Background: an optimization exercise with open tools, aiming at a short achievable clock period and few clock cycles per item. Do not read the settings as production practice. Function was checked by simulation only, so behaviour that the tests miss may differ from the original. No driver is modelled on the clock port, so clocking that relies on it looks cheaper here than on a real chip. Power is estimated from default activity; no workload was simulated.

$ cat flow/flow/run.sh
#!/bin/bash
# Standard ORFS layout (the standard.sh, all steps) with three settings
# added to config.mk:
#  - slow cells (4-input and/or stacks, mux4, mux2, a2111/o2111, and the
#    two-stage non-inverting and-or/or-and gates) are added to the don't-use
#    list, so synthesis and repair build the logic from faster gates. Only
#    combinational cells are listed: the registers are mapped exactly as in
#    the standard synthesis.
#  - the port buffers are inserted as buf_4 instead of the default delay-type
#    buffer, which footprint-matched resizing can not replace later.
#  - cts_pre.tcl (PRE_CTS_TCL) keeps TritonCTS's leaf buffers but replaces
#    its upper tree by four clkbuf_16 fed straight from the clock port, so
#    every register is two buffers from the port (a shorter, balanced tree).
# Each ORFS step logs to orfs/logs/...; standard.sh's own output goes to
# standard.log.
set -euo pipefail
here=$(cd "$(dirname "$0")" && pwd)
echo "export DONT_USE_CELLS = $(cat "$here/dont_use.txt")" >> config.mk
echo "export BUFFER_PORTS_ARGS = -buffer_cell sky130_fd_sc_hd__buf_4" >> config.mk
echo "export PRE_CTS_TCL = $here/cts_pre.tcl" >> config.mk
bash standard.sh > standard.log 2>&1
$ cat flow/config.mk
export PLATFORM = sky130hd
export DESIGN_NAME = swt16_top
export DESIGN_NICKNAME = swt16_top
export VERILOG_FILES = /design/flow/design.v
export SDC_FILE = /design/flow/constraint.sdc
export NUM_CORES = 4
export LEC_CHECK = 0
export CAP_MARGIN = 20
export CORE_MARGIN = 2
export CORE_UTILIZATION = 40
export SETUP_SLACK_MARGIN = 3.6
export SLEW_MARGIN = 20
export DONT_USE_CELLS = sky130_fd_sc_hd__a2111oi_0 sky130_fd_sc_hd__a2111oi_1 sky130_fd_sc_hd__a2111oi_2 sky130_fd_sc_hd__a2111oi_4 sky130_fd_sc_hd__a2111o_1 sky130_fd_sc_hd__a2111o_2 sky130_fd_sc_hd__a2111o_4 sky130_fd_sc_hd__o2111ai_1 sky130_fd_sc_hd__o2111ai_2 sky130_fd_sc_hd__o2111ai_4 sky130_fd_sc_hd__o2111a_1 sky130_fd_sc_hd__o2111a_2 sky130_fd_sc_hd__o2111a_4 sky130_fd_sc_hd__mux4_1 sky130_fd_sc_hd__mux4_2 sky130_fd_sc_hd__mux4_4 sky130_fd_sc_hd__or4_1 sky130_fd_sc_hd__or4_2 sky130_fd_sc_hd__or4_4 sky130_fd_sc_hd__or4b_1 sky130_fd_sc_hd__or4b_2 sky130_fd_sc_hd__or4b_4 sky130_fd_sc_hd__or4bb_1 sky130_fd_sc_hd__or4bb_2 sky130_fd_sc_hd__or4bb_4 sky130_fd_sc_hd__nor4_1 sky130_fd_sc_hd__nor4_2 sky130_fd_sc_hd__nor4_4 sky130_fd_sc_hd__nor4b_1 sky130_fd_sc_hd__nor4b_2 sky130_fd_sc_hd__nor4b_4 sky130_fd_sc_hd__nor4bb_1 sky130_fd_sc_hd__nor4bb_2 sky130_fd_sc_hd__nor4bb_4 sky130_fd_sc_hd__or3_1 sky130_fd_sc_hd__or3_2 sky130_fd_sc_hd__or3_4 sky130_fd_sc_hd__or3b_1 sky130_fd_sc_hd__or3b_2 sky130_fd_sc_hd__or3b_4 sky130_fd_sc_hd__a222oi_1 sky130_fd_sc_hd__and4_0 sky130_fd_sc_hd__and4_1 sky130_fd_sc_hd__and4_2 sky130_fd_sc_hd__and4_4 sky130_fd_sc_hd__and4b_0 sky130_fd_sc_hd__and4b_1 sky130_fd_sc_hd__and4b_2 sky130_fd_sc_hd__and4b_4 sky130_fd_sc_hd__and4bb_0 sky130_fd_sc_hd__and4bb_1 sky130_fd_sc_hd__and4bb_2 sky130_fd_sc_hd__and4bb_4 sky130_fd_sc_hd__nand4_0 sky130_fd_sc_hd__nand4_1 sky130_fd_sc_hd__nand4_2 sky130_fd_sc_hd__nand4_4 sky130_fd_sc_hd__nand4b_0 sky130_fd_sc_hd__nand4b_1 sky130_fd_sc_hd__nand4b_2 sky130_fd_sc_hd__nand4b_4 sky130_fd_sc_hd__nand4bb_0 sky130_fd_sc_hd__nand4bb_1 sky130_fd_sc_hd__nand4bb_2 sky130_fd_sc_hd__nand4bb_4 sky130_fd_sc_hd__a311oi_0 sky130_fd_sc_hd__a311oi_1 sky130_fd_sc_hd__a311oi_2 sky130_fd_sc_hd__a311oi_4 sky130_fd_sc_hd__a311o_0 sky130_fd_sc_hd__a311o_1 sky130_fd_sc_hd__a311o_2 sky130_fd_sc_hd__a311o_4 sky130_fd_sc_hd__o311ai_0 sky130_fd_sc_hd__o311ai_1 sky130_fd_sc_hd__o311ai_2 sky130_fd_sc_hd__o311ai_4 sky130_fd_sc_hd__o311a_0 sky130_fd_sc_hd__o311a_1 sky130_fd_sc_hd__o311a_2 sky130_fd_sc_hd__o311a_4 sky130_fd_sc_hd__a41oi_0 sky130_fd_sc_hd__a41oi_1 sky130_fd_sc_hd__a41oi_2 sky130_fd_sc_hd__a41oi_4 sky130_fd_sc_hd__a41o_0 sky130_fd_sc_hd__a41o_1 sky130_fd_sc_hd__a41o_2 sky130_fd_sc_hd__a41o_4 sky130_fd_sc_hd__o41ai_0 sky130_fd_sc_hd__o41ai_1 sky130_fd_sc_hd__o41ai_2 sky130_fd_sc_hd__o41ai_4 sky130_fd_sc_hd__o41a_0 sky130_fd_sc_hd__o41a_1 sky130_fd_sc_hd__o41a_2 sky130_fd_sc_hd__o41a_4 sky130_fd_sc_hd__a2bb2oi_0 sky130_fd_sc_hd__a2bb2oi_1 sky130_fd_sc_hd__a2bb2oi_2 sky130_fd_sc_hd__a2bb2oi_4 sky130_fd_sc_hd__o2bb2ai_0 sky130_fd_sc_hd__o2bb2ai_1 sky130_fd_sc_hd__o2bb2ai_2 sky130_fd_sc_hd__o2bb2ai_4 sky130_fd_sc_hd__a221oi_0 sky130_fd_sc_hd__a221oi_1 sky130_fd_sc_hd__a221oi_2 sky130_fd_sc_hd__a221oi_4 sky130_fd_sc_hd__o221ai_0 sky130_fd_sc_hd__o221ai_1 sky130_fd_sc_hd__o221ai_2 sky130_fd_sc_hd__o221ai_4 sky130_fd_sc_hd__a32oi_0 sky130_fd_sc_hd__a32oi_1 sky130_fd_sc_hd__a32oi_2 sky130_fd_sc_hd__a32oi_4 sky130_fd_sc_hd__o32ai_0 sky130_fd_sc_hd__o32ai_1 sky130_fd_sc_hd__o32ai_2 sky130_fd_sc_hd__o32ai_4 sky130_fd_sc_hd__and3b_0 sky130_fd_sc_hd__and3b_1 sky130_fd_sc_hd__and3b_2 sky130_fd_sc_hd__and3b_4 sky130_fd_sc_hd__nor3b_0 sky130_fd_sc_hd__nor3b_1 sky130_fd_sc_hd__nor3b_2 sky130_fd_sc_hd__nor3b_4 sky130_fd_sc_hd__or2b_0 sky130_fd_sc_hd__or2b_1 sky130_fd_sc_hd__or2b_2 sky130_fd_sc_hd__or2b_4  sky130_fd_sc_hd__mux2_1 sky130_fd_sc_hd__mux2_2 sky130_fd_sc_hd__mux2_4 sky130_fd_sc_hd__mux2_8 sky130_fd_sc_hd__mux2i_1 sky130_fd_sc_hd__mux2i_2 sky130_fd_sc_hd__mux2i_4 sky130_fd_sc_hd__mux2i_8  sky130_fd_sc_hd__a221o_1 sky130_fd_sc_hd__a221o_2 sky130_fd_sc_hd__a221o_4 sky130_fd_sc_hd__a211o_1 sky130_fd_sc_hd__a211o_2 sky130_fd_sc_hd__a211o_4 sky130_fd_sc_hd__a21o_1 sky130_fd_sc_hd__a21o_2 sky130_fd_sc_hd__a21o_4 sky130_fd_sc_hd__a22o_1 sky130_fd_sc_hd__a22o_2 sky130_fd_sc_hd__a22o_4 sky130_fd_sc_hd__o221a_1 sky130_fd_sc_hd__o221a_2 sky130_fd_sc_hd__o221a_4 sky130_fd_sc_hd__o211a_1 sky130_fd_sc_hd__o211a_2 sky130_fd_sc_hd__o211a_4 sky130_fd_sc_hd__o21a_1 sky130_fd_sc_hd__o21a_2 sky130_fd_sc_hd__o21a_4 sky130_fd_sc_hd__o22a_1 sky130_fd_sc_hd__o22a_2 sky130_fd_sc_hd__o22a_4 sky130_fd_sc_hd__a2bb2o_1 sky130_fd_sc_hd__a2bb2o_2 sky130_fd_sc_hd__a2bb2o_4 sky130_fd_sc_hd__o2bb2a_1 sky130_fd_sc_hd__o2bb2a_2 sky130_fd_sc_hd__o2bb2a_4 sky130_fd_sc_hd__a21bo_1 sky130_fd_sc_hd__a21bo_2 sky130_fd_sc_hd__a21bo_4 sky130_fd_sc_hd__o21ba_1 sky130_fd_sc_hd__o21ba_2 sky130_fd_sc_hd__o21ba_4 sky130_fd_sc_hd__a32o_1 sky130_fd_sc_hd__a32o_2 sky130_fd_sc_hd__a32o_4 sky130_fd_sc_hd__o32a_1 sky130_fd_sc_hd__o32a_2 sky130_fd_sc_hd__o32a_4 sky130_fd_sc_hd__a31o_1 sky130_fd_sc_hd__a31o_2 sky130_fd_sc_hd__a31o_4 sky130_fd_sc_hd__o31a_1 sky130_fd_sc_hd__o31a_2 sky130_fd_sc_hd__o31a_4 sky130_fd_sc_hd__a311o_1 sky130_fd_sc_hd__a311o_2 sky130_fd_sc_hd__a311o_4 sky130_fd_sc_hd__o311a_1 sky130_fd_sc_hd__o311a_2 sky130_fd_sc_hd__o311a_4 
export BUFFER_PORTS_ARGS = -buffer_cell sky130_fd_sc_hd__buf_4
export PRE_CTS_TCL = /design/flow/flow/cts_pre.tcl
$ cat flow/flow/dont_use.txt
sky130_fd_sc_hd__a2111oi_0 sky130_fd_sc_hd__a2111oi_1 sky130_fd_sc_hd__a2111oi_2 sky130_fd_sc_hd__a2111oi_4 sky130_fd_sc_hd__a2111o_1 sky130_fd_sc_hd__a2111o_2 sky130_fd_sc_hd__a2111o_4 sky130_fd_sc_hd__o2111ai_1 sky130_fd_sc_hd__o2111ai_2 sky130_fd_sc_hd__o2111ai_4 sky130_fd_sc_hd__o2111a_1 sky130_fd_sc_hd__o2111a_2 sky130_fd_sc_hd__o2111a_4 sky130_fd_sc_hd__mux4_1 sky130_fd_sc_hd__mux4_2 sky130_fd_sc_hd__mux4_4 sky130_fd_sc_hd__or4_1 sky130_fd_sc_hd__or4_2 sky130_fd_sc_hd__or4_4 sky130_fd_sc_hd__or4b_1 sky130_fd_sc_hd__or4b_2 sky130_fd_sc_hd__or4b_4 sky130_fd_sc_hd__or4bb_1 sky130_fd_sc_hd__or4bb_2 sky130_fd_sc_hd__or4bb_4 sky130_fd_sc_hd__nor4_1 sky130_fd_sc_hd__nor4_2 sky130_fd_sc_hd__nor4_4 sky130_fd_sc_hd__nor4b_1 sky130_fd_sc_hd__nor4b_2 sky130_fd_sc_hd__nor4b_4 sky130_fd_sc_hd__nor4bb_1 sky130_fd_sc_hd__nor4bb_2 sky130_fd_sc_hd__nor4bb_4 sky130_fd_sc_hd__or3_1 sky130_fd_sc_hd__or3_2 sky130_fd_sc_hd__or3_4 sky130_fd_sc_hd__or3b_1 sky130_fd_sc_hd__or3b_2 sky130_fd_sc_hd__or3b_4 sky130_fd_sc_hd__a222oi_1 sky130_fd_sc_hd__and4_0 sky130_fd_sc_hd__and4_1 sky130_fd_sc_hd__and4_2 sky130_fd_sc_hd__and4_4 sky130_fd_sc_hd__and4b_0 sky130_fd_sc_hd__and4b_1 sky130_fd_sc_hd__and4b_2 sky130_fd_sc_hd__and4b_4 sky130_fd_sc_hd__and4bb_0 sky130_fd_sc_hd__and4bb_1 sky130_fd_sc_hd__and4bb_2 sky130_fd_sc_hd__and4bb_4 sky130_fd_sc_hd__nand4_0 sky130_fd_sc_hd__nand4_1 sky130_fd_sc_hd__nand4_2 sky130_fd_sc_hd__nand4_4 sky130_fd_sc_hd__nand4b_0 sky130_fd_sc_hd__nand4b_1 sky130_fd_sc_hd__nand4b_2 sky130_fd_sc_hd__nand4b_4 sky130_fd_sc_hd__nand4bb_0 sky130_fd_sc_hd__nand4bb_1 sky130_fd_sc_hd__nand4bb_2 sky130_fd_sc_hd__nand4bb_4 sky130_fd_sc_hd__a311oi_0 sky130_fd_sc_hd__a311oi_1 sky130_fd_sc_hd__a311oi_2 sky130_fd_sc_hd__a311oi_4 sky130_fd_sc_hd__a311o_0 sky130_fd_sc_hd__a311o_1 sky130_fd_sc_hd__a311o_2 sky130_fd_sc_hd__a311o_4 sky130_fd_sc_hd__o311ai_0 sky130_fd_sc_hd__o311ai_1 sky130_fd_sc_hd__o311ai_2 sky130_fd_sc_hd__o311ai_4 sky130_fd_sc_hd__o311a_0 sky130_fd_sc_hd__o311a_1 sky130_fd_sc_hd__o311a_2 sky130_fd_sc_hd__o311a_4 sky130_fd_sc_hd__a41oi_0 sky130_fd_sc_hd__a41oi_1 sky130_fd_sc_hd__a41oi_2 sky130_fd_sc_hd__a41oi_4 sky130_fd_sc_hd__a41o_0 sky130_fd_sc_hd__a41o_1 sky130_fd_sc_hd__a41o_2 sky130_fd_sc_hd__a41o_4 sky130_fd_sc_hd__o41ai_0 sky130_fd_sc_hd__o41ai_1 sky130_fd_sc_hd__o41ai_2 sky130_fd_sc_hd__o41ai_4 sky130_fd_sc_hd__o41a_0 sky130_fd_sc_hd__o41a_1 sky130_fd_sc_hd__o41a_2 sky130_fd_sc_hd__o41a_4 sky130_fd_sc_hd__a2bb2oi_0 sky130_fd_sc_hd__a2bb2oi_1 sky130_fd_sc_hd__a2bb2oi_2 sky130_fd_sc_hd__a2bb2oi_4 sky130_fd_sc_hd__o2bb2ai_0 sky130_fd_sc_hd__o2bb2ai_1 sky130_fd_sc_hd__o2bb2ai_2 sky130_fd_sc_hd__o2bb2ai_4 sky130_fd_sc_hd__a221oi_0 sky130_fd_sc_hd__a221oi_1 sky130_fd_sc_hd__a221oi_2 sky130_fd_sc_hd__a221oi_4 sky130_fd_sc_hd__o221ai_0 sky130_fd_sc_hd__o221ai_1 sky130_fd_sc_hd__o221ai_2 sky130_fd_sc_hd__o221ai_4 sky130_fd_sc_hd__a32oi_0 sky130_fd_sc_hd__a32oi_1 sky130_fd_sc_hd__a32oi_2 sky130_fd_sc_hd__a32oi_4 sky130_fd_sc_hd__o32ai_0 sky130_fd_sc_hd__o32ai_1 sky130_fd_sc_hd__o32ai_2 sky130_fd_sc_hd__o32ai_4 sky130_fd_sc_hd__and3b_0 sky130_fd_sc_hd__and3b_1 sky130_fd_sc_hd__and3b_2 sky130_fd_sc_hd__and3b_4 sky130_fd_sc_hd__nor3b_0 sky130_fd_sc_hd__nor3b_1 sky130_fd_sc_hd__nor3b_2 sky130_fd_sc_hd__nor3b_4 sky130_fd_sc_hd__or2b_0 sky130_fd_sc_hd__or2b_1 sky130_fd_sc_hd__or2b_2 sky130_fd_sc_hd__or2b_4  sky130_fd_sc_hd__mux2_1 sky130_fd_sc_hd__mux2_2 sky130_fd_sc_hd__mux2_4 sky130_fd_sc_hd__mux2_8 sky130_fd_sc_hd__mux2i_1 sky130_fd_sc_hd__mux2i_2 sky130_fd_sc_hd__mux2i_4 sky130_fd_sc_hd__mux2i_8  sky130_fd_sc_hd__a221o_1 sky130_fd_sc_hd__a221o_2 sky130_fd_sc_hd__a221o_4 sky130_fd_sc_hd__a211o_1 sky130_fd_sc_hd__a211o_2 sky130_fd_sc_hd__a211o_4 sky130_fd_sc_hd__a21o_1 sky130_fd_sc_hd__a21o_2 sky130_fd_sc_hd__a21o_4 sky130_fd_sc_hd__a22o_1 sky130_fd_sc_hd__a22o_2 sky130_fd_sc_hd__a22o_4 sky130_fd_sc_hd__o221a_1 sky130_fd_sc_hd__o221a_2 sky130_fd_sc_hd__o221a_4 sky130_fd_sc_hd__o211a_1 sky130_fd_sc_hd__o211a_2 sky130_fd_sc_hd__o211a_4 sky130_fd_sc_hd__o21a_1 sky130_fd_sc_hd__o21a_2 sky130_fd_sc_hd__o21a_4 sky130_fd_sc_hd__o22a_1 sky130_fd_sc_hd__o22a_2 sky130_fd_sc_hd__o22a_4 sky130_fd_sc_hd__a2bb2o_1 sky130_fd_sc_hd__a2bb2o_2 sky130_fd_sc_hd__a2bb2o_4 sky130_fd_sc_hd__o2bb2a_1 sky130_fd_sc_hd__o2bb2a_2 sky130_fd_sc_hd__o2bb2a_4 sky130_fd_sc_hd__a21bo_1 sky130_fd_sc_hd__a21bo_2 sky130_fd_sc_hd__a21bo_4 sky130_fd_sc_hd__o21ba_1 sky130_fd_sc_hd__o21ba_2 sky130_fd_sc_hd__o21ba_4 sky130_fd_sc_hd__a32o_1 sky130_fd_sc_hd__a32o_2 sky130_fd_sc_hd__a32o_4 sky130_fd_sc_hd__o32a_1 sky130_fd_sc_hd__o32a_2 sky130_fd_sc_hd__o32a_4 sky130_fd_sc_hd__a31o_1 sky130_fd_sc_hd__a31o_2 sky130_fd_sc_hd__a31o_4 sky130_fd_sc_hd__o31a_1 sky130_fd_sc_hd__o31a_2 sky130_fd_sc_hd__o31a_4 sky130_fd_sc_hd__a311o_1 sky130_fd_sc_hd__a311o_2 sky130_fd_sc_hd__a311o_4 sky130_fd_sc_hd__o311a_1 sky130_fd_sc_hd__o311a_2 sky130_fd_sc_hd__o311a_4 
$ cat flow/constraint.sdc
create_clock -name core_clock -period 4.6 [get_ports {clock}]
set_input_delay 0.9200 -clock core_clock [delete_from_list [all_inputs] [get_ports {clock}]]
set_output_delay 0.9200 -clock core_clock [all_outputs]
set_load 0.01 [all_outputs]
$ cat flow/design.v
`default_nettype none
package swt16_pkg;
   localparam int word_width    = 16;
   localparam int reg_idx_width = 4;
   localparam int num_regs      = 16;
   localparam int opcode_width  = 4;
   localparam int imm_width     = 8;
   localparam int shamt_width   = 4;
   typedef logic [word_width-1:0]    word_t;
   typedef logic [word_width-1:0]    instr_t;
   typedef logic [reg_idx_width-1:0] reg_idx_t;
   typedef logic [imm_width-1:0]     imm_t;
   typedef enum logic [opcode_width-1:0] {
      op_nop = 4'd0,
      op_ldi = 4'd1,
      op_add = 4'd2,
      op_sub = 4'd3,
      op_and = 4'd4,
      op_or  = 4'd5,
      op_xor = 4'd6,
      op_sll = 4'd7,
      op_srl = 4'd8,
      op_sra = 4'd9
   } opcode_t;
   typedef enum logic [3:0] {
      alu_pass_imm,
      alu_add,
      alu_sub,
      alu_and,
      alu_or,
      alu_xor,
      alu_sll,
      alu_srl,
      alu_sra
   } alu_op_t;
endpackage
`default_nettype wire
`timescale 1ns/1ps
`default_nettype none
module swt16_top (
   input  wire        clock,
   input  wire        rst,
   input  wire        instr_valid,
   input  wire [15:0] instr,
   output wire        instr_ready,
   output wire        wb_valid,
   input  wire        wb_ready,
   output wire [3:0]  wb_reg_idx,
   output wire [15:0] wb_data
);
   localparam int QD = 6;    
   logic        rdy_q;
   logic        f_v;
   logic [15:0] f_ins;
   logic [15:0] f_s1oh, f_s2oh;    
   logic        acc_any;    
   logic        f_nop;      
   logic        acc_res;
   assign acc_any = instr_valid && rdy_q;
   assign acc_res = instr_valid && rdy_q &&
                    (instr[15:12] != 4'd0) && (instr[15:12] <= 4'd9);
   always_ff @(posedge clock) begin
      f_ins <= instr;
      for (int j = 0; j < 16; j++) begin
         f_s1oh[j] <= (instr[7:4] == 4'(j));
         f_s2oh[j] <= (instr[3:0] == 4'(j));
      end
      if (rst) f_v <= 1'b0;
      else     f_v <= acc_res;
      if (rst) f_nop <= 1'b0;
      else     f_nop <= acc_any && !acc_res;
   end
   wire [3:0] f_op  = f_ins[15:12];
   wire [3:0] f_rd  = f_ins[11:8];
   wire [3:0] f_rs1 = f_ins[7:4];
   wire [3:0] f_rs2 = f_ins[3:0];
   wire       f_ldi = (f_op == 4'd1);
   wire       f_shift = (f_op == 4'd7) || (f_op == 4'd8) || (f_op == 4'd9);
   wire       f_enp   = (f_op == 4'd1) || (f_op == 4'd2) || (f_op == 4'd3)
                     || (f_op == 4'd5) || (f_op == 4'd6);
   logic        d_v;
   logic [3:0]  d_rd;
   logic        d_ldi, d_add, d_sub, d_and, d_or, d_xor, d_sll, d_sr, d_sra;
   logic [15:0] d_ax, d_bx;      
   logic        d_a_rp, d_a_rn, d_a_f, d_b_r, d_b_f;    
   logic [15:0] f_rf1, f_rf2;
   logic        d_none, d_only_a, d_only_b, d_both;    
   logic        d_bsa, d_bsb;                          
   logic        d_mp, d_mpx, d_shift, d_enp;
   logic        e_v;
   logic [3:0]  e_rd;
   logic        e_add, e_eng, e_sra;
   logic [15:0] e_x;           
   logic [15:0] e_p, e_g;      
   logic [15:0] e_sa;          
   logic [3:0]  e_ll, e_lh;    
   logic [3:0]  e_rl, e_rh;    
   logic        r_v;
   logic [3:0]  r_rd;
   logic [15:0] r_q;
   wire f_ea = !f_ldi && d_v && (d_rd == f_rs1);
   wire f_eb = !f_ldi && d_v && (d_rd == f_rs2);
   always_ff @(posedge clock) begin
      if (rst) d_v <= 1'b0;
      else     d_v <= f_v;
      d_rd   <= f_rd;
      d_ldi  <= f_ldi;
      d_add  <= (f_op == 4'd2) || (f_op == 4'd3);
      d_sub  <= (f_op == 4'd3);
      d_and  <= (f_op == 4'd4);
      d_or   <= (f_op == 4'd5) || f_ldi;
      d_xor  <= (f_op == 4'd6);
      d_sll  <= (f_op == 4'd7);
      d_sr   <= (f_op == 4'd8) || (f_op == 4'd9);
      d_sra  <= (f_op == 4'd9);
      d_ax   <= f_ldi ? {8'h00, f_ins[7:0]} : ((f_op == 4'd3) ? ~f_rf1 : f_rf1);
      d_bx   <= f_ldi ? 16'h0000 : f_rf2;
      d_a_rp <= !f_ldi && f_by1 && (f_op != 4'd3);
      d_a_rn <= !f_ldi && f_by1 && (f_op == 4'd3);
      d_a_f  <= f_ldi || !f_by1;
      d_b_r  <= !f_ldi && f_by2;
      d_b_f  <= f_ldi || !f_by2;
      d_none   <= !f_shift && !f_ea && !f_eb;
      d_only_a <= !f_shift &&  f_ea && !f_eb;
      d_only_b <= !f_shift && !f_ea &&  f_eb;
      d_both   <= !f_shift &&  f_ea &&  f_eb;
      d_bsa    <=  f_shift &&  f_ea;
      d_bsb    <=  f_shift &&  f_eb;
      d_mp     <= !f_shift && (f_ea != f_eb);
      d_mpx    <= !f_shift && (f_ea != f_eb) && f_enp;
      d_shift  <=  f_shift;
      d_enp    <=  f_enp;
   end
   logic [15:0] regs [16];
   logic [15:0] r_we;    
   always_ff @(posedge clock) begin
      for (int j = 0; j < 16; j++) begin
         if (rst)          regs[j] <= '0;
         else if (r_we[j]) regs[j] <= r_q;
      end
   end
   logic f_fw1, f_fw2;
   always_comb begin
      f_rf1 = '0;
      f_rf2 = '0;
      f_fw1 = 1'b0;
      f_fw2 = 1'b0;
      for (int j = 0; j < 16; j++) begin
         f_rf1 = f_rf1 | (regs[j] & {16{f_s1oh[j]}});
         f_rf2 = f_rf2 | (regs[j] & {16{f_s2oh[j]}});
         f_fw1 = f_fw1 | (r_we[j] & f_s1oh[j]);
         f_fw2 = f_fw2 | (r_we[j] & f_s2oh[j]);
      end
      if (f_fw1) f_rf1 = r_q;
      if (f_fw2) f_rf2 = r_q;
   end
   wire f_by1 = e_v && (e_rd == f_rs1);
   wire f_by2 = e_v && (e_rd == f_rs2);
   wire [15:0] a_dec = (r_q & {16{d_a_rp}}) | (~r_q & {16{d_a_rn}}) | (d_ax & {16{d_a_f}});
   wire [15:0] b_val = (r_q & {16{d_b_r}}) | (d_bx & {16{d_b_f}});
   wire [15:0] g = e_g;
   wire [15:0] p = e_p;
   logic [15:0] gk [5];
   logic [15:0] pk [5];
   always_comb begin
      gk[0] = g;
      pk[0] = p;
      for (int l = 0; l < 4; l++) begin
         for (int i = 0; i < 16; i++) begin
            if (i >= (1 << l)) begin
               gk[l+1][i] = gk[l][i] | (pk[l][i] & gk[l][i - (1 << l)]);
               pk[l+1][i] = pk[l][i] & pk[l][i - (1 << l)];
            end else begin
               gk[l+1][i] = gk[l][i];
               pk[l+1][i] = pk[l][i];
            end
         end
      end
   end
   wire [15:0] carry = {gk[4][14:0], 1'b0};
   wire       fill  = e_sra & e_sa[15];
   logic [15:0] tl, tr, shl, shr;
   always_comb begin
      for (int i = 0; i < 16; i++) begin
         tl[i] = 1'b0;
         tr[i] = 1'b0;
         for (int k = 0; k < 4; k++) begin
            if (i - k >= 0) tl[i] = tl[i] | (e_sa[i - k] & e_ll[k]);
            tr[i] = tr[i] | (((i + k <= 15) ? e_sa[i + k] : fill) & e_rl[k]);
         end
      end
      for (int i = 0; i < 16; i++) begin
         shl[i] = 1'b0;
         shr[i] = 1'b0;
         for (int m = 0; m < 4; m++) begin
            if (i - 4 * m >= 0) shl[i] = shl[i] | (tl[i - 4 * m] & e_lh[m]);
            shr[i] = shr[i] | (((i + 4 * m <= 15) ? tr[i + 4 * m] : fill) & e_rh[m]);
         end
      end
   end
   wire bsa = d_bsa;
   wire bsb = d_bsb;
   wire [15:0] x_r = e_x;
   wire [15:0] b_dec = b_val;
   wire [15:0] x_ap  = x_r ^ {16{d_sub}};     
   wire only_a = d_only_a;
   wire only_b = d_only_b;
   wire both   = d_both;
   wire none   = d_none;
   wire [15:0] ep = ({16{none}}   & (a_dec ^ b_dec))
                  | ({16{only_a}} & (x_ap ^ b_dec))
                  | ({16{only_b}} & (x_r ^ a_dec))
                  | ({16{both}}   & {16{d_sub}});
   wire [15:0] eg = ({16{none}}   & (a_dec & b_dec))
                  | ({16{only_a}} & (x_ap & b_dec))
                  | ({16{only_b}} & (x_r & a_dec))
                  | ({16{both}}   & x_r & {16{!d_sub}});
   wire [15:0] mp = {16{d_mp}};
   wire [15:0] mg = ({16{only_a}} & b_dec) | ({16{only_b}} & a_dec)
                  | ({16{both}} & {16{!d_sub}});
   wire [15:0] x_sa = bsa ? x_r : (a_dec & {16{d_shift}});
   wire [15:0] y_r  = (carry & {16{e_add}}) | (g & {16{e_eng}})
                    | shl | shr;
   wire [15:0] y_sa = (carry & {16{e_add & bsa}}) | (g & {16{e_eng & bsa}})
                    | (shl & {16{bsa}}) | (shr & {16{bsa}});
   wire [3:0]  amt_next = bsb ? (x_r[3:0] ^ y_r[3:0]) : b_val[3:0];
   always_ff @(posedge clock) begin
      if (rst) e_v <= 1'b0;
      else     e_v <= d_v;
      e_rd   <= d_rd;
      e_add  <= d_add;
      e_eng  <= d_and || d_or;
      e_sra  <= d_sra;
      e_p    <= ep ^ (y_r & mp);
      e_x    <= ((ep & {16{d_enp}}) ^ {16{d_sub}}) ^ (y_r & {16{d_mpx}});
      e_g    <= eg ^ (y_r & mg);
      e_sa   <= x_sa ^ y_sa;
      for (int k = 0; k < 4; k++) begin
         e_ll[k] <= d_sll && (amt_next[1:0] == 2'(k));
         e_lh[k] <= d_sll && (amt_next[3:2] == 2'(k));
         e_rl[k] <= d_sr && (amt_next[1:0] == 2'(k));
         e_rh[k] <= d_sr && (amt_next[3:2] == 2'(k));
      end
   end
   always_ff @(posedge clock) begin
      if (rst) r_v <= 1'b0;
      else     r_v <= e_v;
      for (int j = 0; j < 16; j++) begin
         if (rst) r_we[j] <= 1'b0;
         else     r_we[j] <= e_v && (e_rd == 4'(j));
      end
      r_rd <= e_rd;
      r_q  <= x_r ^ y_r;
   end
   logic [19:0]   q_mem [QD];
   logic [QD-1:0] q_wp, q_rp;     
   logic [QD-1:0] q_th;           
   logic [QD-1:0] ow_th;          
   logic          o_v;
   logic [19:0]   o_q;
   logic [19:0] q_head;
   always_comb begin
      q_head = '0;
      for (int i = 0; i < QD; i++) q_head = q_head | (q_mem[i] & {20{q_rp[i]}});
   end
   wire [19:0] head_data = q_th[0] ? q_head : {r_rd, r_q};
   wire        head_av   = q_th[0] || r_v;
   wire        o_load    = !o_v || wb_ready;
   wire        mv        = o_load && head_av;
   wire [QD-1:0] ow_up = {ow_th[QD-2:0], 1'b1};
   wire [QD-1:0] ow_dn = {1'b0, ow_th[QD-1:1]};
   wire [QD-1:0] ow_d2 = {2'b00, ow_th[QD-1:2]};
   wire [QD-1:0] ow_u  = f_nop ? ow_th : ow_up;    
   wire [QD-1:0] ow_s  = f_nop ? ow_dn : ow_th;    
   wire [QD-1:0] ow_d  = f_nop ? ow_d2 : ow_dn;    
   wire [QD-1:0] ow_next = acc_any ? (mv ? ow_s : ow_u) : (mv ? ow_d : ow_s);
   wire [QD-1:0] q_up  = {q_th[QD-2:0], 1'b1};
   wire [QD-1:0] q_dn  = {1'b0, q_th[QD-1:1]};
   wire [QD-1:0] q_mv1 = r_v ? q_th : q_dn;
   wire [QD-1:0] q_mv0 = r_v ? q_up : q_th;
   wire rdy_next = !ow_next[QD-1];
   always_ff @(posedge clock) begin
      for (int i = 0; i < QD; i++) begin
         if (r_v && q_wp[i]) q_mem[i] <= {r_rd, r_q};
      end
      if (rst) begin
         q_wp  <= QD'(1);
         q_rp  <= QD'(1);
         q_th  <= '0;
         ow_th <= '0;
         o_v   <= 1'b0;
         o_q   <= '0;
         rdy_q <= 1'b1;
      end else begin
         if (o_load) o_q <= head_data;
         if (r_v) q_wp <= {q_wp[QD-2:0], q_wp[QD-1]};
         if (mv)  q_rp <= {q_rp[QD-2:0], q_rp[QD-1]};
         q_th  <= mv ? q_mv1 : q_mv0;
         ow_th <= ow_next;
         if (o_load) o_v <= head_av;
         rdy_q <= rdy_next;
      end
   end
   assign instr_ready = rdy_q;
   assign wb_valid    = o_v;
   assign wb_reg_idx  = o_q[19:16];
   assign wb_data     = o_q[15:0];
endmodule
`default_nettype wire
$ cat flow/flow/cts_pre.tcl
# Clock tree with a shallow top: after TritonCTS has clustered the registers
# under leaf buffers, its upper tree (root buffer and branch buffers) is
# replaced by NROOT clkbuf_16 buffers driven straight from the clock port,
# each driving the leaf buffers of one region of the die. Every register
# still sees the same number of buffers (two) between the port and its pin.
rename clock_tree_synthesis my_orig_clock_tree_synthesis
proc clock_tree_synthesis { args } {
  my_orig_clock_tree_synthesis {*}$args
  shallow_clock_top
}

proc shallow_out_net { inst } {
  foreach it [$inst getITerms] {
    if { [[$it getMTerm] getIoType] eq "OUTPUT" } {
      set n [$it getNet]
      if { $n ne "NULL" } { return $n }
    }
  }
  return ""
}

proc shallow_clock_top { } {
  set nroot 4
  if { [info exists ::env(SHALLOW_CLOCK_ROOTS)] } { set nroot $::env(SHALLOW_CLOCK_ROOTS) }
  set blk [ord::get_db_block]
  set port_net [[$blk findBTerm clock] getNet]
  # Walk the tree from the port: buffers whose output feeds only buffers are
  # upper-tree buffers, the others are leaves
  set upper {}
  set leaves {}
  set todo {}
  foreach it [$port_net getITerms] { lappend todo [$it getInst] }
  while { [llength $todo] > 0 } {
    set b [lindex $todo 0]
    set todo [lrange $todo 1 end]
    set out [shallow_out_net $b]
    if { $out eq "" } { continue }
    set kids {}
    set only_bufs 1
    foreach it [$out getITerms] {
      if { [[$it getMTerm] getIoType] eq "INPUT" } {
        set inst [$it getInst]
        if { $inst eq $b } { continue }
        set mname [[$inst getMaster] getName]
        if { [string match "sky130_fd_sc_hd__clkbuf_*" $mname] && [shallow_out_net $inst] ne "" } {
          lappend kids $inst
        } elseif { [[$inst getMaster] isSequential] || [shallow_out_net $inst] ne "" } {
          # a register (or any other driving cell) is a real sink
          set only_bufs 0
        }
      }
    }
    if { $only_bufs && [llength $kids] > 0 } {
      lappend upper $b
      set todo [concat $todo $kids]
    } else {
      lappend leaves $b
    }
  }
  puts "shallow_clock_top: [llength $upper] upper buffers, [llength $leaves] leaf buffers"
  if { [llength $upper] == 0 } { return }
  # Remove the upper tree
  foreach b $upper {
    set out [shallow_out_net $b]
    set dummies {}
    foreach it [$out getITerms] {
      set inst [$it getInst]
      if { $inst ne $b && [shallow_out_net $inst] eq "" && ![[$inst getMaster] isSequential] } {
        lappend dummies $inst
      }
      $it disconnect
    }
    # dummy loads of the removed nets go with them
    foreach d $dummies { odb::dbInst_destroy $d }
    [$b findITerm A] disconnect
    odb::dbInst_destroy $b
    if { [$out getName] ne [$port_net getName] } { odb::dbNet_destroy $out }
  }
  # Split the leaves into regions: sort by x into two halves, each half by y
  set pts {}
  foreach l $leaves {
    set bb [$l getBBox]
    lappend pts [list $l [expr {([$bb xMin] + [$bb xMax]) / 2}] [expr {([$bb yMin] + [$bb yMax]) / 2}]]
  }
  set groups {}
  if { $nroot == 4 } {
    set sx [lsort -integer -index 1 $pts]
    set h [expr {[llength $sx] / 2}]
    foreach half [list [lrange $sx 0 [expr {$h - 1}]] [lrange $sx $h end]] {
      set sy [lsort -integer -index 2 $half]
      set q [expr {[llength $sy] / 2}]
      lappend groups [lrange $sy 0 [expr {$q - 1}]] [lrange $sy $q end]
    }
  } else {
    set sx [lsort -integer -index 1 $pts]
    set n [llength $sx]
    for {set k 0} {$k < $nroot} {incr k} {
      lappend groups [lrange $sx [expr {$k * $n / $nroot}] [expr {($k + 1) * $n / $nroot - 1}]]
    }
  }
  set master [[ord::get_db] findMaster sky130_fd_sc_hd__clkbuf_16]
  set k 0
  foreach grp $groups {
    if { [llength $grp] == 0 } { continue }
    set cx 0; set cy 0
    foreach p $grp { incr cx [lindex $p 1]; incr cy [lindex $p 2] }
    set cx [expr {$cx / [llength $grp]}]
    set cy [expr {$cy / [llength $grp]}]
    set inst [odb::dbInst_create $blk $master "clkroot_$k"]
    set net [odb::dbNet_create $blk "clkroot_net_$k"]
    $net setSigType CLOCK
    $inst setLocation $cx $cy
    $inst setPlacementStatus PLACED
    [$inst findITerm A] connect $port_net
    [$inst findITerm X] connect $net
    foreach p $grp { [[lindex $p 0] findITerm A] connect $net }
    puts "shallow_clock_top: clkroot_$k drives [llength $grp] leaf buffers"
    incr k
  }
}
$ cat flow/standard.sh
#!/bin/bash
# synth_recipe.tcl (not shown) runs the flow's synth.tcl, then flattens the netlist and writes it again
# the make line also repeats each setting of config.mk as NAME=value (left out here)
make -C /OpenROAD-flow-scripts/flow DESIGN_CONFIG=/design/flow/config.mk WORK_HOME=/design/flow/orfs CLKGATE_MAP_FILE= SYNTH_SCRIPT=/design/flow/synth_recipe.tcl "${@:-finish}"
==> run notes, run 1 <==
sequential fraction of the synthesis area 47.42%; Avg Synthesized Cell Area 8.470 µm²; endpoints failing setup 0; Peak VDD IR 0.3015 mV; Area Growth Syn to Fin 51.52%; Critical Path AT 2.38 ns; fill count 5910; fin crit period 2.046 ns; layout cells sized above 1 43.79%; DR vias 30860; Critical Path Source Type flip-flop; Hold/Removal Path Class flip-flop to flip-flop; core area 74570 µm²; Final WS setup 2.554 ns; cells after synthesis 3559; Port Buf Inserts 41; Buf/Inv on CP 2; number of max-cap violations 0; grt ovf 0; Crit path depth 10; Design Power 12.31 mW; Fin Clk Skew 0.03045 ns; Setup WS pre-CTS 1.869 ns; crit-path max cell delay 0.38 ns; reg2reg path depth 10; synth unique cells 51; initial cell density of the core 40.42%; final cell count without fillers 4951; Die X 278.5 µm; syn_nets 3627; Top Family by Delay on Critical Path compound AO/OA/AOI/OAI gates; outcome timing/DRC/antenna clean; initial antenna violation count 1; Worst setup EP type flip-flop; fin crit share 44.47%; WHS Path Cells 0; First-pass DRT Iterations 7; GRT Util Overall 34.55%; Setup Crit Path Kind flip-flop to flip-flop; worst path required time 4.94 ns; site row count 100; most numerous cell on the critical path a22oi_2; global-route wire length before repair 198600 µm; Final Hold Fails 0; WL/cell 28.92 µm; total CTS buffers 73; hold buffer count at cts 0; vias in the first global route 28650; Nets 3997; RSZ-0062 raised after global routing yes; placed inst area 32880 µm²; Pwr Density 269.6 nW/µm²; Reg clk slew, reported paths 0.06 ns; CP Cell Sequence buf_6 > buf_4 > a22oi_2 > o21ai_4 > ha_4 > a22oi_2 > nand3_2 > nand2_2 > xnor2_2 > xnor2_1; Die Footprint 77580 µm²; die span in y 278.5 µm; post-layout util 61.25%; clock latency on the worst-skew pair 0.47 ns; yosys warns 5; vias per cell 6.232; TritonCTS clock tree built; max_slew headroom 30.67%; Max FO, Critical Path 6; P_leak 16.40 nW; DR iter-0 viols 4068; Worst Max-Slew Pin Slew 1.039 ns; pin count of the biggest net entering global routing 49; post-DP HPWL 70440 µm; WHS 0.3125 ns; placed cells 4346; fmax 0.4888 GHz; # DRC 0; design area 45680 µm²; slowest cell on the critical path dfxtp_4; max-slew violations 0; setup_tns 0 ns; CTS sink cnt 654; RePlAce Congestion 0.9619; register bit total from synthesis 654; total I/O pin count 42; Mapped Area 30150 µm²; Routed WL 143200 µm; Routed Antenna Nets 0
state kept, by name, indices dropped and copies added, names as in the netlist, 6 cells and up:
name,cells
q_mem,120
r_we,16
f_ins,16
f_s1oh,16
q_th,6
regs,256
e_sa,16
e_p,14
e_g,16
ow_th,6
q_wp,6
d_bx,16
q_rp,6
r_q,16
e_x,16
o_q,20
f_s2oh,16
d_ax,16
cell families after synthesis:
| kind of cell | after synthesis | synth area share (%) |
|---|---|---|
| simple gates | 1419 | 21.66 |
| compound gates | 979 | 20.67 |
| flops | 654 | 47.42 |
| buf+inv | 333 | 4.507 |
| xor+xnor | 126 | 3.760 |
| fa+ha+maj | 48 | 1.992 |
final cells by class, clock buffers not listed:
cell class                      instances  area, µm²  area share (%)
Multi-Input combinational cell       2596      19630           42.98
Sequential cell                       654      14660           32.10
Timing Repair Buffer                  568       7876           17.24
Tap cell                              969       1212           2.654
Clock inverter                         27      201.4          0.4410
Inverter                               41      165.2          0.3616
Buffer                                  4      100.1          0.2191
Antenna cell                            2      5.005         0.01096
path summary, 6_finish.rpt:
check | slack [ns] | start | endpoint
max reg2reg | 2.55 | d_a_rp$_DFF_P_ | e_x[9]$_DFF_P_
min reg2reg | 0.31 | f_ins[9]$_DFF_P_ | d_rd[1]$_DFF_P_
max | 2.55 | d_a_rp$_DFF_P_ | e_x[9]$_DFF_P_
min | 0.31 | f_ins[9]$_DFF_P_ | d_rd[1]$_DFF_P_
Yosys cell counts, drive strengths merged:
| master | count | area [µm²] |
|---|---|---|
| o21ai | 67 | 350.3 |
| a211oi | 30 | 230.2 |
| nand3 | 85 | 445.4 |
| inv | 41 | 153.9 |
| nand2b | 279 | 1745 |
| o211ai | 8 | 65.06 |
| a21boi | 5 | 37.54 |
| xor2 | 36 | 315.3 |
| dfxtp | 534 | 10690 |
| clkbuf | 216 | 814.5 |
| nand2 | 694 | 2615 |
| and3 | 65 | 406.6 |
| or2 | 3 | 18.77 |
| a22oi | 430 | 3272 |
| a31oi | 6 | 50.04 |
| a21oi | 418 | 2115 |
| o22ai | 10 | 68.81 |
| xnor2 | 90 | 818.3 |
| buf | 76 | 390.4 |
| and2 | 14 | 87.58 |
| o21bai | 5 | 41.29 |
| nor2b | 16 | 100.1 |
| nor2 | 187 | 709.4 |
| nor3 | 72 | 370.4 |
| edfxtp | 120 | 3603 |
| ha | 48 | 600.6 |
| nand3b | 4 | 30.03 |
per-layer routing:
metal,up-vias,track usage [%],wire length [µm]
met3,670,7.866,15130
li1,13150,-,-
met2,2068,53.35,63130
met4,0,22.44,11720
met5,-,0,0
met1,14970,43.45,53220
cell usage in the layout, fill, tap and decap left out, types with 120 or more instances in the layout:
cell and n:
a21oi_2 324, a22oi_1 306, a22oi_2 123, buf_4 195
buf_6 177, dfxtp_1 401, edfxtp_1 120, nand2_1 622
nand2b_1 235, nor2_1 132
what timing repair did:
action,CTS,global route
buffers inserted,277,103
gates resized for setup,911,399
gates cloned,90,12
pin swaps,210,251
setup endpoints to repair,672,626
report_power, final:
group,internal [mW],switching [mW]
sequential,5.86,0.121
clock,3.00,2.34
combinational,0.463,0.530
total,9.32,2.99
worst register-to-register path, cell delays in order, from the launching register on:
cell	delay, ns
dfxtp_4	0.38
buf_6	0.15
buf_4	0.13
a22oi_2	0.23
o21ai_4	0.13
ha_4	0.28
a22oi_2	0.07
nand3_2	0.14
nand2_2	0.09
xnor2_2	0.19
xnor2_1	0.12
Testbench counts, summed over its fixed seeds: cycles 40,040, items 40,000.
==> run 2: changes to the inputs <==
--- a/flow/design.v
+++ b/flow/design.v
@@ -55,6 +55,3 @@
    logic [15:0] f_s1oh, f_s2oh;    
-   logic        acc_any;    
-   logic        f_nop;      
    logic        acc_res;
-   assign acc_any = instr_valid && rdy_q;
    assign acc_res = instr_valid && rdy_q &&
@@ -69,4 +66,2 @@
       else     f_v <= acc_res;
-      if (rst) f_nop <= 1'b0;
-      else     f_nop <= acc_any && !acc_res;
    end
@@ -84,3 +79,3 @@
    logic [15:0] d_ax, d_bx;      
-   logic        d_a_rp, d_a_rn, d_a_f, d_b_r, d_b_f;    
+   logic        d_a_r, d_a_f, d_b_rp, d_b_rn, d_b_f;    
    logic [15:0] f_rf1, f_rf2;
@@ -88,3 +83,3 @@
    logic        d_bsa, d_bsb;                          
-   logic        d_mp, d_mpx, d_shift, d_enp;
+   logic        d_mpx, d_shift, d_enp;
    logic        e_v;
@@ -92,3 +87,2 @@
    logic        e_add, e_eng, e_sra;
-   logic [15:0] e_x;           
    logic [15:0] e_p, e_g;      
@@ -100,2 +94,3 @@
    logic [15:0] r_q;
+   logic [15:0] r_qd, r_qn;      
    wire f_ea = !f_ldi && d_v && (d_rd == f_rs1);
@@ -115,8 +110,8 @@
       d_sra  <= (f_op == 4'd9);
-      d_ax   <= f_ldi ? {8'h00, f_ins[7:0]} : ((f_op == 4'd3) ? ~f_rf1 : f_rf1);
-      d_bx   <= f_ldi ? 16'h0000 : f_rf2;
-      d_a_rp <= !f_ldi && f_by1 && (f_op != 4'd3);
-      d_a_rn <= !f_ldi && f_by1 && (f_op == 4'd3);
+      d_ax   <= f_ldi ? {8'h00, f_ins[7:0]} : f_rf1;
+      d_bx   <= f_ldi ? 16'h0000 : ((f_op == 4'd3) ? ~f_rf2 : f_rf2);
+      d_a_r  <= !f_ldi && f_by1;
       d_a_f  <= f_ldi || !f_by1;
-      d_b_r  <= !f_ldi && f_by2;
+      d_b_rp <= !f_ldi && f_by2 && (f_op != 4'd3);
+      d_b_rn <= !f_ldi && f_by2 && (f_op == 4'd3);
       d_b_f  <= f_ldi || !f_by2;
@@ -128,3 +123,2 @@
       d_bsb    <=  f_shift &&  f_eb;
-      d_mp     <= !f_shift && (f_ea != f_eb);
       d_mpx    <= !f_shift && (f_ea != f_eb) && f_enp;
@@ -158,4 +152,5 @@
    wire f_by2 = e_v && (e_rd == f_rs2);
-   wire [15:0] a_dec = (r_q & {16{d_a_rp}}) | (~r_q & {16{d_a_rn}}) | (d_ax & {16{d_a_f}});
-   wire [15:0] b_val = (r_q & {16{d_b_r}}) | (d_bx & {16{d_b_f}});
+   wire [15:0] a_dec = (r_qd & {16{d_a_r}}) | (d_ax & {16{d_a_f}});
+   wire [15:0] b_dec = (r_qd & {16{d_b_rp}}) | (r_qn & {16{d_b_rn}}) | (d_bx & {16{d_b_f}});
+   wire [15:0] b_val = b_dec;    
    wire [15:0] g = e_g;
@@ -202,5 +197,4 @@
    wire bsb = d_bsb;
-   wire [15:0] x_r = e_x;
-   wire [15:0] b_dec = b_val;
-   wire [15:0] x_ap  = x_r ^ {16{d_sub}};     
+   wire [15:0] x_r = e_p;
+   wire [15:0] x_bn = x_r ^ {16{d_sub}};      
    wire only_a = d_only_a;
@@ -209,13 +203,27 @@
    wire none   = d_none;
-   wire [15:0] ep = ({16{none}}   & (a_dec ^ b_dec))
-                  | ({16{only_a}} & (x_ap ^ b_dec))
-                  | ({16{only_b}} & (x_r ^ a_dec))
-                  | ({16{both}}   & {16{d_sub}});
-   wire [15:0] eg = ({16{none}}   & (a_dec & b_dec))
-                  | ({16{only_a}} & (x_ap & b_dec))
-                  | ({16{only_b}} & (x_r & a_dec))
-                  | ({16{both}}   & x_r & {16{!d_sub}});
-   wire [15:0] mp = {16{d_mp}};
-   wire [15:0] mg = ({16{only_a}} & b_dec) | ({16{only_b}} & a_dec)
-                  | ({16{both}} & {16{!d_sub}});
+   wire s      = d_sub;
+   logic [15:0] ep, eg, mg;
+   always_comb begin
+      ep = ({16{none}}   & (a_dec ^ b_dec))
+         | ({16{only_a}} & (x_r ^ b_dec))
+         | ({16{only_b}} & (a_dec ^ x_bn))
+         | ({16{both}}   & {16{s}});
+      eg = ({16{none}}   & (a_dec & b_dec))
+         | ({16{only_a}} & (x_r & b_dec))
+         | ({16{only_b}} & (a_dec & x_bn))
+         | ({16{both}}   & x_r & {16{!s}});
+      mg = ({16{only_a}} & b_dec) | ({16{only_b}} & a_dec)
+         | ({16{both}} & {16{!s}});
+      ep[0] = (none   & (a_dec[0] ^ b_dec[0] ^ s))
+            | (only_a & (x_r[0] ^ b_dec[0] ^ s))
+            | (only_b & (a_dec[0] ^ x_r[0]));
+      eg[0] = (none   & (s ? (a_dec[0] | b_dec[0]) : (a_dec[0] & b_dec[0])))
+            | (only_a & (s ? (x_r[0] | b_dec[0]) : (x_r[0] & b_dec[0])))
+            | (only_b & (s ? (a_dec[0] | !x_r[0]) : (a_dec[0] & x_r[0])))
+            | (both   & (s | x_r[0]));
+      mg[0] = (only_a & (s ? !b_dec[0] : b_dec[0]))
+            | (only_b & (s ? !a_dec[0] : a_dec[0]))
+            | (both   & !s);
+   end
+   wire [15:0] mpx = {16{d_mpx}};
    wire [15:0] x_sa = bsa ? x_r : (a_dec & {16{d_shift}});
@@ -233,4 +241,3 @@
       e_sra  <= d_sra;
-      e_p    <= ep ^ (y_r & mp);
-      e_x    <= ((ep & {16{d_enp}}) ^ {16{d_sub}}) ^ (y_r & {16{d_mpx}});
+      e_p    <= (ep & {16{d_enp}}) ^ (y_r & mpx);
       e_g    <= eg ^ (y_r & mg);
@@ -253,2 +260,4 @@
       r_q  <= x_r ^ y_r;
+      r_qd <= (x_r ^ y_r) & {16{f_by1 || f_by2}};
+      r_qn <= ~(x_r ^ y_r) & {16{f_by1 || f_by2}};
    end
@@ -271,7 +280,2 @@
    wire [QD-1:0] ow_dn = {1'b0, ow_th[QD-1:1]};
-   wire [QD-1:0] ow_d2 = {2'b00, ow_th[QD-1:2]};
-   wire [QD-1:0] ow_u  = f_nop ? ow_th : ow_up;    
-   wire [QD-1:0] ow_s  = f_nop ? ow_dn : ow_th;    
-   wire [QD-1:0] ow_d  = f_nop ? ow_d2 : ow_dn;    
-   wire [QD-1:0] ow_next = acc_any ? (mv ? ow_s : ow_u) : (mv ? ow_d : ow_s);
    wire [QD-1:0] q_up  = {q_th[QD-2:0], 1'b1};
@@ -280,3 +284,3 @@
    wire [QD-1:0] q_mv0 = r_v ? q_up : q_th;
-   wire rdy_next = !ow_next[QD-1];
+   wire rdy_next = (acc_res && !mv) ? !ow_th[QD-2] : ((!acc_res && mv) ? 1'b1 : !ow_th[QD-1]);
    always_ff @(posedge clock) begin
@@ -298,3 +302,3 @@
          q_th  <= mv ? q_mv1 : q_mv0;
-         ow_th <= ow_next;
+         ow_th <= mv ? (acc_res ? ow_th : ow_dn) : (acc_res ? ow_up : ow_th);
          if (o_load) o_v <= head_av;
==> run notes, run 2 <==
outcome timing/DRC/antenna clean; Synth area leaders dfxtp_1, edfxtp_1, a22oi_1; Area Growth Syn to Fin 48.83%; fill count 5865; Mapped Area 30320 µm²; Port Buf Inserts 41; number of max-cap violations 0; RePlAce Congestion 0.9797; Die Footprint 78020 µm²; Pwr Density 281.5 nW/µm²; Peak VDD IR 0.3120 mV; Seq pwr share 47.8%; main combinational cell family by area after synthesis simple AND/OR/NAND/NOR gates; Worst setup EP type flip-flop; core area 74700 µm²; P_leak 15.98 nW; Critical Path Source Type flip-flop; Design Power 12.70 mW; ys flop type dfxtp_1; endpoints failing setup 0; Fin Clk Skew 0.03514 ns; Simple-Gate Fraction of Synth Area 21.55%; vias in the first global route 28630; WHS Path Cells 0; initial cell density of the core 40.59%; count leader, synth nand2_1; cells after synthesis 3567; fin crit period 2.011 ns; Worst Max-Slew Pin Slew 0.9279 ns; sequential fraction of the synthesis area 48.20%; First-pass DRT Iterations 10; synth unique cells 54; most frequent cells in the layout nand2_1, dfxtp_1, a21oi_2; Routed WL 139200 µm; fraction of synthesized cell area taken by the top area cell type 36.31%; setup_tns 0 ns; total I/O pin count 42; GRT Util Overall 33.44%; Routed Antenna Nets 0; RSZ-0062 raised after global routing yes; max_slew headroom 38.06%; Internal 9.744 mW; register bit total from synthesis 670; # DRC 0; worst path required time 4.94 ns; clock latency on the worst-skew pair 0.48 ns; commonest non-fill, non-tap cell in the layout nand2_1; Critical Path AT 2.35 ns; pin count of the biggest net entering global routing 50; fraction of registers with async set/reset 0%; DR iter-0 viols 4018; Die X 279.3 µm; mux cell area share after synthesis 0%; grt ovf 0; initial antenna violation count 1; post-DP HPWL 69310 µm; yosys warns 5; Synth Area in Compound Gates 20.55%; Hold/Removal Path Class flip-flop to flip-flop; Largest regs regs: 256 flops, q_mem: 120 flops, o_q: 20 flops; xor/xnor share of the synthesized area 3.083%; Synth top cells by count nand2_1, dfxtp_1, a22oi_1, a21oi_1, nand2b_1; die span in y 279.3 µm; global-route wire length before repair 194700 µm; NetSw 2.957 mW; Avg Synthesized Cell Area 8.500 µm²; Nets 3936; max-slew violations 0; Synth Area in Adders 2.105%; reg2reg path depth 8; Post-synth EDFFs 120; total CTS buffers 75; site row count 100; hold buffer count at cts 0; fmax 0.4972 GHz; Clock power frac 46.1%; CTS sink cnt 670; TritonCTS clock tree built; Final Hold Fails 0; Most flops, register regs; switch share 23.28%; fin crit share 43.73%; Setup Crit Path Kind flip-flop to flip-flop; combinational power share 6.1%; syn_nets 3638; layout cells sized above 1 42.45%; Largest register FFs 256; Reg clk slew, reported paths 0.07 ns; vias per cell 6.226; Max FO, Critical Path 6; cell taking the most area after synthesis dfxtp_1; WL/cell 28.46 µm; DR vias 30450
run 2: cell count changes in the layout (fill, tap and decap cells not counted), sizes merged, moves of 8 or more:
cell	delta
buf	-63
bufbuf	-9
clkinv	+8
dfxtp	+16
inv	+8
nand2	-8
nor2	+23
nor3	-9
o21ai	-20
xnor2	-37
xor2	+10
run 2: critical path: stages (launching register included):
cell and delay (ns):
dfxtp_4 0.37, buf_6 0.14, a22oi_2 0.20, nand2_2 0.13, a22oi_2 0.24, nand3_2 0.17
xnor2_4 0.34, nand2b_4 0.21, o22ai_1 0.09
run 2: power groups by stage:
stage / registers [mW] / clock network, mW / logic [mW]
3_5_place_dp: 6.24 / 0 / 0.360
3_3_place_gp: 6.24 / 0 / 0.359
5_1_grt: 6.07 / 6.13 / 0.794
4_1_cts: 6.06 / 5.85 / 0.685
2_1_floorplan: 6.16 / 0 / 0.354
6_report: 6.07 / 5.86 / 0.776
run 2: final timing paths:
path / from / end / slack (ns)
worst max-delay path: e_ll[0]$_DFF_P_ / e_rh[2]$_DFF_P_ / 2.59
worst min-delay path: d_sra$_DFF_P_ / e_sra$_DFF_P_ / 0.32
worst max register to register: e_ll[0]$_DFF_P_ / e_rh[2]$_DFF_P_ / 2.59
worst min register to register: d_sra$_DFF_P_ / e_sra$_DFF_P_ / 0.32
run 2: area by class of cell, clock buffers not listed:
cell class	count	area, µm²	area share, %
multi-input combinational	2574	19210	42.57
sequential	670	14990	33.21
timing repair buffer	497	7137	15.82
tap	969	1212	2.687
clock inverter	36	420.4	0.9316
inverter	51	216.5	0.4797
buffer	4	100.1	0.2218
timing repair inverter	1	16.27	0.03605
antenna	1	2.502	0.005545
run 2: timing repair:
action	CTS	global route
gates cloned	83	10
resized for setup	824	303
pin swaps	215	199
buffers inserted	261	65
endpoints found under the setup margin	668	628
run 2: logic make-up (layout without fill, tap and decap cells):
logic type	Yosys count	after routing
AO/OA/AOI/OAI	971	971
buffers and inverters	346	676
flip-flops	670	670
other	0	1
adder cells (fa/ha/maj)	51	51
AND/OR/NAND/NOR	1430	1453
XOR/XNOR	99	99
run 2: metal layers:
metal | wire length, µm | global-route usage (%) | vias up
met2 | 59770 | 52.08 | 2094
li1 | - | - | 13020
met1 | 52360 | 42.58 | 14680
met5 | 0 | 0 | -
met4 | 10490 | 18.75 | 0
met3 | 16560 | 8.040 | 657
run 2: through the flow:
stage	hold slack (ns)	worst slack [ns]	cells	instance area (µm²)	utilization, %
2_1_floorplan	0.3095	2.467	3567	33830	-
3_3_place_gp	0.3119	1.919	4343	33260	44.52
3_5_place_dp	0.3132	1.828	4343	33260	44.52
4_1_cts	0.3247	2.663	4814	42860	57.39
5_1_grt	0.3266	2.544	4889	45120	60.41
6_report	0.3197	2.589	4890	45130	60.41
Testbench counts of run 2, summed over its fixed seeds: cycles 40,040, items 40,000.
==> run 3: changes to the inputs <==
--- a/flow/config.mk
+++ b/flow/config.mk
@@ -10,3 +10,3 @@
 export CORE_UTILIZATION = 40
-export SETUP_SLACK_MARGIN = 3.6
+export SETUP_SLACK_MARGIN = 4.0
 export SLEW_MARGIN = 20
==> run notes, run 3 <==
Port Buf Inserts 41; # DRC 0; Pwr Density 268.9 nW/µm²; clock latency on the worst-skew pair 0.49 ns; TritonCTS clock tree built; total CTS buffers 76; Seq pwr share 46.7%; Most flops, register regs; die span in y 279.3 µm; Synth top cells by count nand2_1, dfxtp_1, a22oi_1, a21oi_1, nand2b_1; commonest non-fill, non-tap cell in the layout nand2_1; Final Hold Fails 0; site row count 100; yosys warns 5; Largest regs regs: 256 flops, q_mem: 120 flops, o_q: 20 flops; combinational power share 7.4%; initial antenna violation count 5; fraction of synthesized cell area taken by the top area cell type 36.31%; Worst Max-Slew Pin Slew 0.9356 ns; Critical Path AT 2.46 ns; synth unique cells 54; vias per cell 6.398; First-pass DRT Iterations 14; sequential fraction of the synthesis area 48.20%; max_slew headroom 37.54%; layout cells sized above 1 47.09%; NetSw 3.075 mW; Mapped Area 30320 µm²; number of max-cap violations 0; cell taking the most area after synthesis dfxtp_1; Nets 4075; DR iter-0 viols 4594; fin crit period 2.044 ns; P_leak 17.31 nW; GRT Util Overall 35.04%; outcome timing/DRC/antenna clean; WL/cell 30.11 µm; Routed WL 151300 µm; setup_tns 0 ns; vias in the first global route 29650; endpoints failing setup 0; final cell count without fillers 5026; slowest cell on the critical path dfxtp_1; Die Footprint 78020 µm²; Routed Antenna Nets 0; initial cell density of the core 40.59%; placed cells 4355; DR vias 32160; Avg Synthesized Cell Area 8.500 µm²; count leader, synth nand2_1; RePlAce Congestion 0.9460; grt ovf 0; Top Family by Delay on Critical Path flip-flops; Synth area leaders dfxtp_1, edfxtp_1, a22oi_1; Setup Crit Path Kind flip-flop to flip-flop; Clock power frac 45.9%; cells after synthesis 3567; most frequent cells in the layout nand2_1, dfxtp_1, a21oi_2; fin crit share 44.44%; syn_nets 3638; Fin Clk Skew 0.03616 ns; total I/O pin count 42; Hold/Removal Path Class flip-flop to flip-flop; hold buffer count at cts 0; Reg clk slew, reported paths 0.07 ns; post-DP HPWL 68950 µm; Peak VDD IR 0.3606 mV; global-route wire length before repair 203500 µm; ys flop type dfxtp_1; CTS sink cnt 670; Post-synth EDFFs 120; CP Cell Sequence inv_2 > o21ai_0 > a21oi_2 > nand3_2 > xnor2_4 > buf_4 > buf_6 > a21boi_4 > and3_1; RSZ-0062 raised after global routing yes; fraction of registers with async set/reset 0%; Max FO, Critical Path 9; worst path required time 5.02 ns; core area 74700 µm²; crit-path max cell delay 0.58 ns; max-slew violations 0; Die X 279.3 µm; Internal 9.875 mW; Worst setup EP type flip-flop; pin count of the biggest net entering global routing 50; register bit total from synthesis 670; Area Growth Syn to Fin 58.82%; Critical Path Source Type flip-flop; Buf/Inv on CP 3; Largest register FFs 256; fmax 0.4892 GHz; switch share 23.74%
run 3: cell type report, clock buffers not listed:
class,instances,area (µm²)
Antenna cell,1,2.502
Multi-Input combinational cell,2573,19840
Sequential cell,670,15020
Timing Repair Buffer,637,9470
Tap cell,969,1212
Fill cell,5447,26540
Inverter,51,226.5
Buffer,4,100.1
Clock inverter,27,304.0
run 3: worst reg2reg max path: stages (launching register included):
cell,delay [ns]
dfxtp_1,0.58
inv_2,0.18
o21ai_0,0.25
a21oi_2,0.05
nand3_2,0.13
xnor2_4,0.14
buf_4,0.16
buf_6,0.11
a21boi_4,0.18
and3_1,0.20
run 3: per-layer routing:
layer  wire length, µm  share of wire (%)  up-vias  track usage, %
li1                  -                  -    13330               -
met1             55370                 37    15430           44.53
met2             63770                 42     2478           54.19
met3             18810                 12      915           8.465
met4             13310                8.8       10           20.62
met5                65              0.043        -               0
run 3: stage by stage:
stage	hold WS [ns]	power, mW	utilization [%]	area, µm²	setup slack (ns)
6_report	0.3235	12.95	64.47	48160	2.556
5_1_grt	0.3284	13.18	64.47	48150	2.478
4_1_cts	0.3273	12.75	59.95	44780	2.682
3_5_place_dp	0.3136	6.609	44.70	33390	1.856
3_3_place_gp	0.3118	6.607	44.70	33390	1.916
2_1_floorplan	0.3095	6.518	-	33880	2.467
run 3: final timing paths:
kind	from	end	slack [ns]	cells after the start
hold reg to reg	f_ins[10]$_DFF_P_	d_rd[2]$_DFF_P_	0.32	0
setup reg to reg	e_lh[0]$_DFF_P_	e_rl[2]$_DFF_P_	2.56	9
hold / removal	f_ins[10]$_DFF_P_	d_rd[2]$_DFF_P_	0.32	0
setup / recovery	e_lh[0]$_DFF_P_	e_rl[2]$_DFF_P_	2.56	9
run 3: repair_timing:
action	4_1_cts	5_1_grt
endpoints found under the setup margin	802	802
setup buffers	297	119
gates cloned	106	23
pin swaps	234	262
resized for setup	979	441
run 3: power groups by stage:
stage / registers [mW] / logic [mW] / clock network, mW
final: 6.05 / 0.957 / 5.95
after global placement: 6.21 / 0.395 / 0
after global routing: 6.05 / 0.968 / 6.17
after floorplan: 6.16 / 0.356 / 0
after detailed placement: 6.21 / 0.397 / 0
after CTS: 6.05 / 0.818 / 5.89
run 3: logic make-up after synthesis:
family / share of synthesized area (%)
AOI/OAI and AO/OA: 20.55
xor gates and xnor gates: 3.083
adders and majority gates: 2.105
buffers and inverters: 4.510
DFF: 48.20
and+or+nand+nor: 21.55

==> separate check: timing with driven ports <==
In the flow no input, the clock included, has a driving cell. The finished layouts below were timed again as built, in two steps.
Step 1: set_driving_cell puts a clkbuf_16 on clock and a buf_2 on each other input, an assumption about the parent block.
Step 2 times the ports against the registers' clock, not the clock port: input delays grow and output delays shrink by t, the midpoint of the rising clock arrivals with the driver on.
Slacks: ideal ports / drivers / drivers and shift; pairs: ideal ports / drivers.
run	t (ns)	setup WS [ns]	worst setup path at the end
run 1	0.601	2.554 / 2.554 / 2.441	input to register
run 2	0.605	2.589 / 2.589 / 2.209	input to register
run 3	0.615	2.556 / 2.556 / 2.211	input to register
After both steps setup and hold are still met in every run listed. The setup slack of run 2, which loses most, moves by 0.000 ns with the drivers and by -0.380 ns with both steps.
